This design comes from an exercise in tuning for small area, a short achievable clock period and few clock cycles per item on the open sky130 flow, not from production work. Function not checked in this run: the RTL went through the layout flow alone.

===== config.mk =====
export PLATFORM = sky130hd
export DESIGN_NAME = masked_sbox_pipe
export DESIGN_NICKNAME = masked_sbox_pipe
export VERILOG_FILES = /design/flow/design.v
export SDC_FILE = /design/flow/constraint.sdc
export NUM_CORES = 4
export LEC_CHECK = 0
export ABC_CLOCK_PERIOD_IN_PS = 27000
export CAP_MARGIN = 20
export CORE_MARGIN = 2
export CORE_UTILIZATION = 40
export SLEW_MARGIN = 20
export SYNTH_HIERARCHICAL = 1

===== constraint.sdc =====
create_clock -name core_clock -period 27.0 [get_ports {clk}]
set_input_delay 5.4000 -clock core_clock [delete_from_list [all_inputs] [get_ports {clk}]]
set_output_delay 5.4000 -clock core_clock [all_outputs]
set_load 0.01 [all_outputs]

===== design.v =====
module masked_sbox_pipe (
  input  logic        clk,
  input  logic        rst,
  input  logic        in_valid,
  output logic        in_ready,
  input  logic        in_encrypt,
  input  logic [31:0] in_a,
  input  logic [31:0] in_m,
  input  logic [31:0] in_n,
  input  logic        flush,
  output logic        out_valid,
  input  logic        out_ready,
  output logic [31:0] out_q,
  output logic [31:0] out_n,
  output logic        mask_err
);
  logic        v, err, e_q, ld, zero;
  logic [31:0] t_d, t_q, n_q;
  logic [3:0] ld_l;
  assign ld = ld_l[0];
  rdy_gate u_rdy (.v(v), .r(out_ready), .f(flush), .y(in_ready));
  always_comb begin
    zero = 1'b0;
    for (int i = 0; i < 4; i++)
      zero = zero | (in_m[8*i +: 8] == 8'h00) | (in_n[8*i +: 8] == 8'h00);
  end
  for (genvar i = 0; i < 4; i++) begin : g_lane
    ld_gate  u_ld  (.v(v), .r(out_ready), .y(ld_l[i]));
    sbox_in  u_in  (.a(in_a[8*i +: 8]), .m(in_m[8*i +: 8]), .e(in_encrypt), .t(t_d[8*i +: 8]));
    sbox_out u_out (.tq(t_q[8*i +: 8]), .eq(e_q), .n(n_q[8*i +: 8]), .y(out_q[8*i +: 8]));
  end
  assign out_valid = v;
  assign out_n     = n_q;
  assign mask_err  = err;
  always_ff @(posedge clk or posedge rst) begin
    if (rst) begin
      v   <= 1'b0;
      err <= 1'b0;
    end else if (flush) begin
      v   <= 1'b0;
      err <= 1'b0;
    end else begin
      if (ld) v <= in_valid;
      if (in_valid & ld & zero) err <= 1'b1;
    end
  end
  always_ff @(posedge clk) begin
    if (ld) e_q <= in_encrypt;
  end
  for (genvar i = 0; i < 4; i++) begin : g_reg
    always_ff @(posedge clk) begin
      if (ld_l[i]) begin
        t_q[8*i +: 8] <= t_d[8*i +: 8];
        n_q[8*i +: 8] <= in_n[8*i +: 8];
      end
    end
  end
endmodule
module ld_gate (input logic v, input logic r, output logic y);
  assign y = ~v | r;
endmodule
module rdy_gate (input logic v, input logic r, input logic f, output logic y);
  assign y = (~v | r) & ~f;
endmodule
module sbox_in (
  input  logic [7:0] a,
  input  logic [7:0] m,
  input  logic e,
  output logic [7:0] t
);
  logic s1, s2, s3, s5, s6, s7, s8, s9, s10, s11, s12, s13, s14, s15, s16, s17, s18, s175, s19, s20, s21, s22, s23, s24, s25, s176, s27;
  c_xnor g0 (.a(a[0]), .b(m[0]), .y(s1));
  c_xor g1 (.a(a[1]), .b(m[1]), .y(s2));
  c_xor g2 (.a(a[2]), .b(m[2]), .y(s3));
  c_xor g3 (.a(a[4]), .b(m[4]), .y(s5));
  c_xor g4 (.a(a[5]), .b(m[5]), .y(s6));
  c_xor g5 (.a(a[6]), .b(m[6]), .y(s7));
  c_xor g6 (.a(a[7]), .b(m[7]), .y(s8));
  c_xor g7 (.a(s5), .b(s7), .y(s9));
  c_xnor g8 (.a(s5), .b(s8), .y(s10));
  c_xnor g9 (.a(s7), .b(s10), .y(s11));
  c_xnor g10 (.a(s1), .b(s2), .y(s12));
  c_xor g11 (.a(s9), .b(s12), .y(s13));
  c_xnor g12 (.a(s6), .b(s13), .y(s14));
  c_xor g13 (.a(s5), .b(s14), .y(s15));
  c_xor g14 (.a(s2), .b(s14), .y(s16));
  c_xnor g15 (.a(s10), .b(s16), .y(s17));
  c_xor g16 (.a(s2), .b(s15), .y(s18));
  c_xor g17 (.a(a[3]), .b(m[3]), .y(s175));
  c_xor g18 (.a(s175), .b(s12), .y(s19));
  c_xor g19 (.a(s10), .b(s19), .y(s20));
  c_xor g20 (.a(s7), .b(s19), .y(s21));
  c_xnor g21 (.a(s3), .b(s21), .y(s22));
  c_xor g22 (.a(s3), .b(s8), .y(s23));
  c_xor g23 (.a(s23), .b(s15), .y(s24));
  c_xor g24 (.a(s6), .b(s23), .y(s25));
  c_xnor g25 (.a(s1), .b(s13), .y(s176));
  c_xor g26 (.a(s21), .b(s176), .y(s27));
  c_muxi g27 (.s(e), .a(s15), .b(s9), .y(t[0]));
  c_muxi g28 (.s(e), .a(s17), .b(s21), .y(t[1]));
  c_muxi g29 (.s(e), .a(s24), .b(s10), .y(t[2]));
  c_muxi g30 (.s(e), .a(s16), .b(s13), .y(t[3]));
  c_muxi g31 (.s(e), .a(s18), .b(s27), .y(t[4]));
  c_muxi g32 (.s(e), .a(s22), .b(s14), .y(t[5]));
  c_muxi g33 (.s(e), .a(s20), .b(s11), .y(t[6]));
  c_muxi g34 (.s(e), .a(s1), .b(s25), .y(t[7]));
endmodule
module sbox_out (
  input  logic [7:0] tq,
  input  logic eq,
  input  logic [7:0] n,
  output logic [7:0] y
);
  logic s42, s43, s46, s47, s48, s49, s50, s51, s52, s53, s55, s56, s58, s59, s60, s61, s63, s65, s66, s67, s68, s70, s177, s178, s179, s79, s180, s181, s182, s183, s81, s170, s184, s185, s172, s186, s187, s188, s189, s174, s83, s84, s85, s86, s87, s88, s89, s90, s91, s93, s94, s190, s95, s96, s97, s98, s100, s102, s103, s104, s106, s191, s108, s192, s110, s193, s111, s112, s113, s115, s116, s194, s117, s118, s119, s121, s123, s124, s126, s195, s128, s196, s129, s197, s130, s198, s131, s199, s200, s132, s133, s134, s135, s136, s137, s138, s139, s140, s141, s142, s143, s144, s146, s147, s148, s150, s153, s155, s157, s159, s162, s201, s163, s164, s166, s168;
  logic [3:0] iv0;
  gf16inv h0 (.a({s174, s81, s172, s79}), .y(iv0));
  assign s83 = iv0[0];
  assign s84 = iv0[1];
  assign s85 = iv0[2];
  assign s86 = iv0[3];
  c_xor g0 (.a(tq[4]), .b(tq[0]), .y(s42));
  c_xor g1 (.a(tq[5]), .b(tq[1]), .y(s43));
  c_xor g2 (.a(tq[6]), .b(tq[4]), .y(s46));
  c_xor g3 (.a(tq[7]), .b(tq[5]), .y(s47));
  c_xor g4 (.a(tq[2]), .b(tq[0]), .y(s48));
  c_xor g5 (.a(tq[3]), .b(tq[1]), .y(s49));
  c_xor g6 (.a(s47), .b(s46), .y(s50));
  c_xor g7 (.a(s49), .b(s48), .y(s51));
  c_nand g8 (.a(s50), .b(s51), .y(s52));
  c_nand g9 (.a(s46), .b(s48), .y(s53));
  c_nand g10 (.a(s47), .b(s49), .y(s55));
  c_xor g11 (.a(s55), .b(s52), .y(s56));
  c_xor g12 (.a(tq[7]), .b(tq[6]), .y(s58));
  c_xor g13 (.a(tq[3]), .b(tq[2]), .y(s59));
  c_nand g14 (.a(s58), .b(s59), .y(s60));
  c_nand g15 (.a(tq[6]), .b(tq[2]), .y(s61));
  c_nand g16 (.a(tq[7]), .b(tq[3]), .y(s63));
  c_xor g17 (.a(tq[5]), .b(tq[4]), .y(s65));
  c_xor g18 (.a(tq[1]), .b(tq[0]), .y(s66));
  c_nand g19 (.a(s65), .b(s66), .y(s67));
  c_nand g20 (.a(tq[4]), .b(tq[0]), .y(s68));
  c_nand g21 (.a(tq[5]), .b(tq[1]), .y(s70));
  c_xnor g22 (.a(s68), .b(s42), .y(s177));
  c_xnor g23 (.a(s43), .b(s67), .y(s178));
  c_xor g24 (.a(s177), .b(s178), .y(s179));
  c_xor g25 (.a(s179), .b(s56), .y(s79));
  c_xor g26 (.a(tq[7]), .b(tq[3]), .y(s180));
  c_xnor g27 (.a(s61), .b(s43), .y(s181));
  c_xnor g28 (.a(s180), .b(s60), .y(s182));
  c_xor g29 (.a(s181), .b(s182), .y(s183));
  c_xor g30 (.a(s183), .b(s56), .y(s81));
  c_xor g31 (.a(s53), .b(s55), .y(s170));
  c_xnor g32 (.a(s70), .b(s43), .y(s184));
  c_xnor g33 (.a(s67), .b(s184), .y(s185));
  c_xor g34 (.a(s170), .b(s185), .y(s172));
  c_xor g35 (.a(tq[6]), .b(tq[2]), .y(s186));
  c_xnor g36 (.a(s63), .b(s42), .y(s187));
  c_xnor g37 (.a(s186), .b(s60), .y(s188));
  c_xor g38 (.a(s187), .b(s170), .y(s189));
  c_xor g39 (.a(s188), .b(s189), .y(s174));
  c_xor g44 (.a(s85), .b(s83), .y(s87));
  c_xor g45 (.a(s86), .b(s84), .y(s88));
  c_xor g46 (.a(s88), .b(s87), .y(s89));
  c_nand g47 (.a(s89), .b(s51), .y(s90));
  c_nand g48 (.a(s87), .b(s48), .y(s91));
  c_nand g49 (.a(s88), .b(s49), .y(s93));
  c_xor g50 (.a(s93), .b(s90), .y(s94));
  c_xor g51 (.a(s91), .b(s90), .y(s190));
  c_xor g52 (.a(s94), .b(s190), .y(s95));
  c_xor g53 (.a(s86), .b(s85), .y(s96));
  c_nand g54 (.a(s96), .b(s59), .y(s97));
  c_nand g55 (.a(s85), .b(tq[2]), .y(s98));
  c_nand g56 (.a(s86), .b(tq[3]), .y(s100));
  c_xor g57 (.a(s84), .b(s83), .y(s102));
  c_nand g58 (.a(s102), .b(s66), .y(s103));
  c_nand g59 (.a(s83), .b(tq[0]), .y(s104));
  c_nand g60 (.a(s84), .b(tq[1]), .y(s106));
  c_xor g61 (.a(s104), .b(s103), .y(s191));
  c_xor g62 (.a(s191), .b(s94), .y(s108));
  c_xor g63 (.a(s98), .b(s97), .y(s192));
  c_xor g64 (.a(s192), .b(s94), .y(s110));
  c_xor g65 (.a(s100), .b(s97), .y(s193));
  c_xor g66 (.a(s193), .b(s95), .y(s111));
  c_nand g67 (.a(s89), .b(s50), .y(s112));
  c_nand g68 (.a(s87), .b(s46), .y(s113));
  c_nand g69 (.a(s88), .b(s47), .y(s115));
  c_xor g70 (.a(s115), .b(s112), .y(s116));
  c_xor g71 (.a(s113), .b(s112), .y(s194));
  c_xor g72 (.a(s116), .b(s194), .y(s117));
  c_nand g73 (.a(s96), .b(s58), .y(s118));
  c_nand g74 (.a(s85), .b(tq[6]), .y(s119));
  c_nand g75 (.a(s86), .b(tq[7]), .y(s121));
  c_nand g76 (.a(s102), .b(s65), .y(s123));
  c_nand g77 (.a(s83), .b(tq[4]), .y(s124));
  c_nand g78 (.a(s84), .b(tq[5]), .y(s126));
  c_xor g79 (.a(s124), .b(s123), .y(s195));
  c_xor g80 (.a(s195), .b(s116), .y(s128));
  c_xor g81 (.a(s126), .b(s123), .y(s196));
  c_xor g82 (.a(s196), .b(s117), .y(s129));
  c_xor g83 (.a(s119), .b(s118), .y(s197));
  c_xor g84 (.a(s197), .b(s116), .y(s130));
  c_xor g85 (.a(s121), .b(s118), .y(s198));
  c_xor g86 (.a(s198), .b(s117), .y(s131));
  c_xor g87 (.a(s106), .b(s103), .y(s199));
  c_xor g88 (.a(s199), .b(s95), .y(s200));
  c_xor g89 (.a(s131), .b(s200), .y(s132));
  c_xnor g90 (.a(s130), .b(s110), .y(s133));
  c_xnor g91 (.a(s128), .b(s133), .y(s134));
  c_xor g92 (.a(s128), .b(s110), .y(s135));
  c_xor g93 (.a(s128), .b(s108), .y(s136));
  c_xnor g94 (.a(s129), .b(s136), .y(s137));
  c_xnor g95 (.a(s130), .b(s137), .y(s138));
  c_xor g96 (.a(s108), .b(s131), .y(s139));
  c_xnor g97 (.a(s129), .b(s139), .y(s140));
  c_xnor g98 (.a(s128), .b(s137), .y(s141));
  c_xor g99 (.a(s111), .b(s135), .y(s142));
  c_xor g100 (.a(s132), .b(s142), .y(s143));
  c_xnor g101 (.a(s142), .b(s140), .y(s144));
  c_xor g102 (.a(s108), .b(s134), .y(s146));
  c_xnor g103 (.a(s140), .b(s146), .y(s147));
  c_xor g104 (.a(s132), .b(s146), .y(s148));
  c_muxi g105 (.s(eq), .a(s140), .b(s111), .y(s150));
  c_xnor g106 (.a(n[0]), .b(s150), .y(y[0]));
  c_muxi g107 (.s(eq), .a(s137), .b(s136), .y(s153));
  c_xnor g108 (.a(n[1]), .b(s153), .y(y[1]));
  c_muxi g109 (.s(eq), .a(s143), .b(s138), .y(s155));
  c_xnor g110 (.a(n[2]), .b(s155), .y(y[2]));
  c_muxi g111 (.s(eq), .a(s147), .b(s144), .y(s157));
  c_xnor g112 (.a(n[3]), .b(s157), .y(y[3]));
  c_muxi g113 (.s(eq), .a(s134), .b(s139), .y(s159));
  c_xnor g114 (.a(n[4]), .b(s159), .y(y[4]));
  c_xnor g115 (.a(n[5]), .b(s132), .y(s162));
  c_xor g116 (.a(n[5]), .b(s130), .y(s201));
  c_xor g117 (.a(s201), .b(s143), .y(s163));
  c_muxi g118 (.s(eq), .a(s162), .b(s163), .y(s164));
  c_muxi g119 (.s(eq), .a(s133), .b(s148), .y(s166));
  c_xnor g120 (.a(n[6]), .b(s166), .y(y[6]));
  c_muxi g121 (.s(eq), .a(s135), .b(s141), .y(s168));
  c_xnor g122 (.a(n[7]), .b(s168), .y(y[7]));
  c_inv g123 (.a(s164), .y(y[5]));
endmodule
module gf16inv (input logic [3:0] a, output logic [3:0] y);
  logic [3:0] r;
  always_comb begin
    case (a)
      4'd0: r = 4'd0;
      4'd1: r = 4'd4;
      4'd2: r = 4'd12;
      4'd3: r = 4'd8;
      4'd4: r = 4'd1;
      4'd5: r = 4'd10;
      4'd6: r = 4'd14;
      4'd7: r = 4'd13;
      4'd8: r = 4'd3;
      4'd9: r = 4'd11;
      4'd10: r = 4'd5;
      4'd11: r = 4'd9;
      4'd12: r = 4'd2;
      4'd13: r = 4'd7;
      4'd14: r = 4'd6;
      4'd15: r = 4'd15;
      default: r = 4'd0;
    endcase
  end
  assign y[0] = r[0];
  assign y[1] = r[1];
  assign y[2] = r[2];
  assign y[3] = r[3];
endmodule
module c_inv (input logic a, output logic y);
  assign y = ~a;
endmodule
module c_muxi (input logic s, input logic a, input logic b, output logic y);
  assign y = ~(s ? a : b);
endmodule
module c_nand (input logic a, input logic b, output logic y);
  assign y = ~(a & b);
endmodule
module c_xnor (input logic a, input logic b, output logic y);
  assign y = ~(a ^ b);
endmodule
module c_xor (input logic a, input logic b, output logic y);
  assign y = a ^ b;
endmodule

===== flow/run.sh =====
#!/bin/bash
set -euo pipefail
export BUFFER_PORTS_ARGS="-buffer_cell sky130_fd_sc_hd__buf_1"
export CTS_ARGS="-sink_clustering_enable -repair_clock_nets -dont_use_dummy_load -buf_list sky130_fd_sc_hd__clkbuf_8"
bash standard.sh > standard_flow.log 2>&1

===== standard.sh =====
#!/bin/bash
# synth_recipe.tcl (not shown) runs the flow's synth.tcl, then flattens the netlist and writes it again
# the make line also repeats each setting of config.mk as NAME=value (left out here)
make -C /OpenROAD-flow-scripts/flow DESIGN_CONFIG=/design/flow/config.mk WORK_HOME=/design/flow/orfs CLKGATE_MAP_FILE= SYNTH_SCRIPT=/design/flow/synth_recipe.tcl "${@:-finish}"

==> notes.md <==
Placed design
The placed standard-cell area is 8596 µm². At the placement stage, the worst setup path has a slack of 15.74 ns. The final weighted congestion in routability-driven placement is 0.8149. The half-perimeter wire length after detailed placement is about 14 mm. During placement, the flow inserted port buffers numbering around 170.

After detailed placement, the design holds a cell count of approximately 1,200.

Timing
The clock skew after layout is 0.01925 ns. The setup TNS is 0 ns. Setup violations remaining at the end of the flow were counted as 0. The slack of the critical path is roughly 16 ns.

Subtracting the final worst setup slack from the clock period gives 11.27 ns. The smallest hold slack is 0.6116 ns. The number of hold violations in the final report is 0.

For the pin with the worst max-slew slack, the measured transition is between 0.9 and 1 ns. The max-slew headroom at the worst pin is 39.25%. The number of slew-limit violations in the final report is 0. Static timing analysis puts the maximum clock frequency at between 0.08 and 0.09 GHz.

Setup repair after global routing left no endpoint under its margin. In the finished design, the share of the clock period the worst path needs comes to 41.73%.

Worst setup path
Of all nets on the critical path, the largest fanout is 5. Data arrives at the worst endpoint at 5.87 ns. The element type at the critical path start is a primary input. The critical path is of the in -> out type. The worst setup path is captured at a primary output.

The data required time of the critical path is 21.60 ns.

Yosys
After synthesis, the mean cell area works out to 9.670 µm². Counting flops with a built-in enable in the synthesized netlist gives 65. The cell with the most instances after synthesis is xor2_1. Summing the sequential cell areas from Yosys gives 26.17% of the chip area. By count the netlist is led by xor2_1, xnor2_1, nand2_1. After technology mapping, the gate count stands at around 790. The most used flip-flop cell after synthesis is edfxtp_1.

The post-synthesis async set-or-reset flop share is 2.985%. The cell area that synthesis handed to floorplanning was 7649 µm². The synthesized netlist contains 22 unique library cells. The top-area cell type share of the netlist area is 36.19%. After synthesis the netlist holds a flip-flop and latch count of 67. The leading area contributor after synthesis is xor2_1. Sorting the synthesized cells by area gives the leading types as xor2_1, edfxtp_1, xnor2_1. Synthesis produced a netlist with a net count of 901.

The count of warnings emitted by yosys is 8.

Clock tree
The hold buffer count at CTS is 0. For this design, the sink count on the clock tree is 67. The root buffer cell chosen for the clock tree is clkbuf_8. No sink is reached through more buffers than the 2 on the longest clock path. The number of gates resized after CTS is 0. For the worst-skew pair, the clock arrives at the later sink with an insertion delay of 0.36 ns.

The clock-pin slew on the worst setup and hold paths is 0.07 ns. The number of clock buffers added by TritonCTS is 9. TritonCTS built the clock tree. The H-tree depth reported by CTS is 3. The number of setup buffers added after CTS is 0.

Die
The die covers 20,240 µm². The starting density of the core is between 40% and 50%. The count of standard-cell rows is 50. For this design the top-level I/O count stands at 169.

The placeable core region is roughly 19,000 µm². The y dimension of the die is 142.3 µm. The horizontal die dimension is ~140 µm.

Cells and area
For this run, the post-layout net count is 1,083. Summing all multi-input logic gate instances after layout gives 5545 µm². After routing the design area is 8720 µm². Once layout is complete, the cells apart from fillers number 1,205. Fill cells in the final layout number roughly 1,800. Across the whole layout, storage elements account for 2002 µm². The number of antenna repair diodes is 0.

Cells fill 46.62% of the core in the end. The layout overhead on the synthesized area is 14.00%. Of the cells placed in the final design, the portion with a size suffix greater than 1 is 2.678%.

Global routing
The via count of the first global-routing pass is 5,574. The first global-routing pass estimated between 20 and 30 mm of wire. Entering global routing, the biggest net connects 34 pins. Summed over all layers, the global routing overflow is 0. The initial antenna violation count was 0.

The combined global-route utilization of all metal layers is 17.04%.

Routing
The final routed DRC violation total is 0. The starting DRC count in detailed routing is 224. The first detailed-routing pass ran for 5 iterations. The remaining antenna violation count after routing is 0. Summing over every cut layer, the via total after detailed routing is 5,691. The routed wire length per instance is 14.16 µm.

The sum of routed wire length over all layers is 17.07 mm. Dividing the detail-routed via count by the number of cells gives 4.723.

Hold path
The min-delay analysis places its worst path in the category reg -> reg.

Run status
The run finished with no timing, DRC or antenna violations.

Run
The tool flagged a number of max-cap violations equal to 0.
[critical path, cell delays in order]
cell and delay [ns]:
buf_1 0.14, inv_1 0.07, a21oi_2 0.11, buf_1 0.15
[layout by cell type, fill, tap and decap left out]
master	count
nand2b_1	13
nor2_1	5
o21ai_0	1
xnor2_1	128
edfxtp_1	65
nand2_1	117
o21ai_1	1
a21oi_2	1
clkbuf_2	1
buf_4	3
a21oi_1	5
nor4_1	16
nand4_1	2
inv_2	4
o22ai_1	4
nand3b_1	4
a22o_2	4
dfrtp_1	2
mux4_2	4
inv_1	23
o221ai_1	4
buf_1	167
xor2_1	316
mux2i_1	64
clkbuf_8	9
ha_1	8
[routing by layer]
metal	GRT usage, %	wire, µm	up-vias
li1	-	-	2951
met1	21.40	7649	2550
met5	0	0	-
met4	4.895	237	0
met2	29.95	8287	171
met3	2.995	892	19
[path summary, 6_finish.rpt]
check / from / endpoint / slack [ns] / depth (start not counted)
worst max-delay path: out_ready / in_ready / 15.73 / 4
worst min-delay path: err$_DFFE_PP0P_ / err$_DFFE_PP0P_ / 0.61 / 2
worst min register to register: err$_DFFE_PP0P_ / err$_DFFE_PP0P_ / 0.61 / 2
min in group asynchronous: rst / v$_DFFE_PP0P_ / 4.85 / 2
max in group asynchronous: rst / err$_DFFE_PP0P_ / 22.04 / 2
worst max register to register: v$_DFFE_PP0P_ / t_q[20]$_DFFE_PP_ / 25.44 / 1
[state kept, by name (all words and copies together) (netlist names)]
register	cells
e_q	1
err	1
n_q	32
t_q	32
v	1
[kinds of logic (layout without fill, tap and decap cells)]
| kind of cell | count (synthesis) | in the layout | synth area share [%] |
|---|---|---|---|
| adder cells (fa/ha/maj) | 8 | 8 | 1.309 |
| AO/OA/AOI/OAI | 20 | 20 | 1.881 |
| flip-flops | 67 | 67 | 26.17 |
| XOR/XNOR | 444 | 444 | 50.84 |
| multiplexers | 68 | 68 | 9.553 |
| buffers and inverters | 27 | 207 | 1.325 |
| AND/OR/NAND/NOR | 157 | 157 | 8.916 |
[area by class of cell]
| class | instances | area share (%) |
|---|---|---|
| Clock buffer | 9 | 1.421 |
| Timing Repair Buffer | 171 | 7.505 |
| Inverter | 27 | 1.162 |
| Tap cell | 234 | 3.358 |
| Multi-Input combinational cell | 697 | 63.60 |
| Sequential cell | 67 | 22.96 |
[per-module statistics from Yosys (local to each module, per instance), a selection]
module,copies in the design,cells inside
masked_sbox_pipe,1,101
gf16inv,4,16
rdy_gate,1,2
c_muxi,64,1
c_xnor,128,1
c_xor,316,1
ld_gate,4,1
c_inv,4,1
c_nand,108,1

[afterwards: timing with drivers on the ports]
In the flow no input, the clock included, has a driving cell. The finished layout below was timed again as built, in two steps. Step 1 assumes that a clkbuf_16 drives the clock port and a buf_2 every other input. Step 2 times the ports against the registers' clock, not the clock port: input delays grow and output delays shrink by t, the midpoint of the rising clock arrivals with the driver on. Three values: ideal, step 1, step 2; two values: the first two.
t, ns: 0.386
setup WS [ns]: 15.734 / 15.707 / 15.709
worst data-port slew with drivers (ns): 0.05
After both steps setup and hold are still met in this run. For this run, drivers alone change the setup slack by -0.027 ns; drivers and shift together by -0.025 ns.
